Background: an optimization exercise with open tools, aiming at small area. Do not read the settings as production practice.
Only simulation tests tie the RTL to the original design; equivalence was not proved.
Power figures rest on the tool's default switching activity, not on a simulated workload.

// muldiv_unit
module muldiv_unit #(
    parameter int XLEN  = 64,
    parameter int CNT_W = 7
) (
    input  logic            clk,
    input  logic            reset,
    input  logic            start,
    input  logic [2:0]      funct3,
    input  logic [XLEN-1:0] op_a,
    input  logic [XLEN-1:0] op_b,
    input  logic            kill,
    output logic            busy,
    output logic            done,
    output logic [XLEN-1:0] result
);
clock: 6.0 ns
lec_check: 0
cap_margin: 20
core_margin: 2
core_utilization: 40
slew_margin: 20
synth_hierarchical: 1
standard.sh (not shown) runs the stock make flow with config.mk's settings and CLKGATE_MAP_FILE= SYNTH_SCRIPT=/design/flow/synth_recipe.tcl, a recipe that flattens the netlist after the stock synthesis.
==> flow/flow/run.sh <==
#!/bin/bash
set -e
export BUFFER_PORTS_ARGS="-buffer_cell sky130_fd_sc_hd__buf_1"
export PRE_FLOORPLAN_TCL="$PWD/flow/downsize.tcl"
export CTS_ARGS="-sink_clustering_enable -repair_clock_nets -sink_clustering_size 11 -sink_clustering_max_diameter 45 -buf_list sky130_fd_sc_hd__clkbuf_4 -dont_use_dummy_load"
bash standard.sh > standard.log 2>&1
==> flow/flow/downsize.tcl <==
# Area recovery before floorplanning: every combinational cell that synthesis
# mapped to a drive strength above 1 is swapped for the same function at drive
# strength 1. Later timing repair sizes cells back up where timing needs it.
set n_swapped 0
foreach inst [[ord::get_db_block] getInsts] {
  set master [[$inst getMaster] getName]
  if { ![regexp {^(sky130_fd_sc_hd__[a-z0-9]+)_([0-9]+)$} $master -> base drive] } { continue }
  if { $drive <= 1 } { continue }
  if { [regexp {__(df|edf|sdf|dl|tap|fill|decap|conb|clk)} $master] } { continue }
  set target ${base}_1
  if { [llength [get_lib_cells -quiet */$target]] == 0 } { continue }
  replace_cell [$inst getName] $target
  incr n_swapped
}
puts "downsize: swapped $n_swapped cells to drive strength 1"
==> next run, changes <==
Settings changed: ABC_CLOCK_PERIOD_IN_PS set to 20000.
Result: The changed run passed the timing, design-rule and antenna checks. Final cell count is unchanged. Synthesized cell count is unchanged. Maximum frequency does not change. Wire length is unchanged. Final area is unchanged. Worst hold slack stays the same. Power does not change. Combinational power stays flat. Via count is unchanged. Sequential power is about the same. Utilization is unchanged.

Setup of run 1:
Another version of the RTL of muldiv_unit (not shown whole).
Size: ~200 I/O pins.
export LEC_CHECK = 0
export CAP_MARGIN = 20
export CORE_MARGIN = 2
export CORE_UTILIZATION = 40
export SLEW_MARGIN = 20
export SYNTH_HIERARCHICAL = 1
create_clock -name core_clock -period 6.0 [get_ports {clk}]
==> flow/flow/run.sh <==
#!/bin/bash
set -e
export BUFFER_PORTS_ARGS="-buffer_cell sky130_fd_sc_hd__buf_1"
export PRE_FLOORPLAN_TCL="$PWD/flow/downsize.tcl"
export CTS_ARGS="-sink_clustering_enable -repair_clock_nets -sink_clustering_size 20 -sink_clustering_max_diameter 45 -buf_list sky130_fd_sc_hd__clkbuf_8 -dont_use_dummy_load"
bash standard.sh > standard.log 2>&1
Scripts as last shown in full above: flow/flow/downsize.tcl
Run 1 finished end to end and its layout was clean on timing, DRC and antenna.
Changes in run 2 relative to run 1:
==> flow/flow/run.sh <==
#!/bin/bash
set -e
export BUFFER_PORTS_ARGS="-buffer_cell sky130_fd_sc_hd__buf_1"
export PRE_FLOORPLAN_TCL="$PWD/flow/downsize.tcl"
export CTS_ARGS="-sink_clustering_enable -repair_clock_nets -sink_clustering_size 10 -sink_clustering_max_diameter 40 -buf_list sky130_fd_sc_hd__clkbuf_4 -dont_use_dummy_load"
bash standard.sh > standard.log 2>&1
diff --git a/flow/config.mk b/flow/config.mk
--- a/flow/config.mk
+++ b/flow/config.mk
@@ -10,0 +11 @@
+export PLACE_DENSITY = 0.8
Notes after the runs:
- Going from run 1 to run 2, fraction of area in multi-input gates has increased; time the final worst path needs with I/O delays and setup has decreased; number of clock-tree buffers in the layout has increased; number of global-route vias before repair has decreased.
- Changes observed in run 2 relative to run 1: met3 track utilization from global routing held; post-CTS setup buffer count barely changed; delay of the slowest cell on the worst path saw a decrease; via count now sits higher.
- Compared with run 1, run 2 shows a higher share of the final layout cell area in sequential cells.
- Power | run 2 below run 1
- Run 2: combinational share of power 0.7 points above run 1
Here is what was changed in the inputs of run 3 compared with run 2.
==> flow/flow/run.sh <==
#!/bin/bash
set -e
export BUFFER_PORTS_ARGS="-buffer_cell sky130_fd_sc_hd__buf_1"
export PRE_FLOORPLAN_TCL="$PWD/flow/downsize.tcl"
export CTS_ARGS="-sink_clustering_enable -repair_clock_nets -sink_clustering_size 6 -sink_clustering_max_diameter 30 -buf_list sky130_fd_sc_hd__clkbuf_2 -dont_use_dummy_load"
bash standard.sh > standard.log 2>&1
diff --git a/flow/config.mk b/flow/config.mk
--- a/flow/config.mk
+++ b/flow/config.mk
@@ -11 +10,0 @@
-export PLACE_DENSITY = 0.8
==> run notes <==
Summary of run 3 over run 2: routed wire length has increased; clock power share shows an increase of 0.6 points.
Comparing run 2 and run 3, the higher total length of routed met3 wires was measured on run 3.
Of run 2 and run 3, run 2 shows the lower worst stage delay on the critical path, with run 3 above it.
Run 3: maximum vdd drop 37 µV below run 2
As far as total vias in the final route is concerned, run 3 and run 2 perform about the same.
Worst setup slack for run 3 is lower than for run 2.
Edits applied to the flow inputs when going from run 3 to run 4:
==> flow/flow/run.sh <==
#!/bin/bash
set -e
export BUFFER_PORTS_ARGS="-buffer_cell sky130_fd_sc_hd__buf_1"
export PRE_FLOORPLAN_TCL="$PWD/flow/downsize.tcl"
export CTS_ARGS="-sink_clustering_enable -repair_clock_nets -sink_clustering_size 10 -sink_clustering_max_diameter 40 -buf_list sky130_fd_sc_hd__clkbuf_4 -dont_use_dummy_load"
bash standard.sh > standard.log 2>&1
--- outcome ---
Worst slew margin relative to its limit: run 4 > run 3
Going from run 3 to run 4, final worst-path setup slack shrank by 19 ps; switching share of power lost 1.2 points; achievable clock frequency shows a reduction of about 0.4%; met3 usage in global routing now smaller.

-- afterwards: timing with drivers on the ports --
The results above use ideal ports. As a check the final layouts listed here were re-extracted and re-timed, cells and wires unchanged.
Step 1 (the two cells are an assumption about what drives the block):
set clk [get_ports {clk}]
set_driving_cell -lib_cell sky130_fd_sc_hd__clkbuf_16 $clk
set_driving_cell -lib_cell sky130_fd_sc_hd__buf_2 [delete_from_list [all_inputs] $clk]
Step 2 moves the port delays by t, midway between the first and last clock arrival at a register: inputs arrive t later, outputs are due t later. That takes back most of the time a late clock gives input paths.
a / b / c = ideal ports / drivers / drivers and shift; a / b = the first two.
| run | t, ns | setup slack, ns | worst hold slack (ns) | worst data-port slew with drivers (ns) |
|---|---|---|---|---|
| the first run of note 1 | 0.631 | 1.314 / 1.314 / 1.314 | 0.313 / 0.313 / 0.313 | 0.06 |
| the second run of note 1 | 0.631 | 1.314 / 1.314 / 1.314 | 0.313 / 0.313 / 0.313 | 0.06 |
| run 1 | 0.537 | 0.937 / 0.937 / 0.937 | 0.313 / 0.313 / 0.313 | 0.06 |
| run 2 | 0.649 | 1.207 / 1.207 / 1.207 | 0.327 / 0.322 / 0.338 | 0.05 |
| run 3 | 0.720 | 1.000 / 1.000 / 1.000 | 0.289 / 0.280 / 0.318 | 0.06 |
| run 4 | 0.649 | 0.981 / 0.981 / 0.981 | 0.317 / 0.313 / 0.317 | 0.06 |
After both steps setup and hold are still met in every run listed.
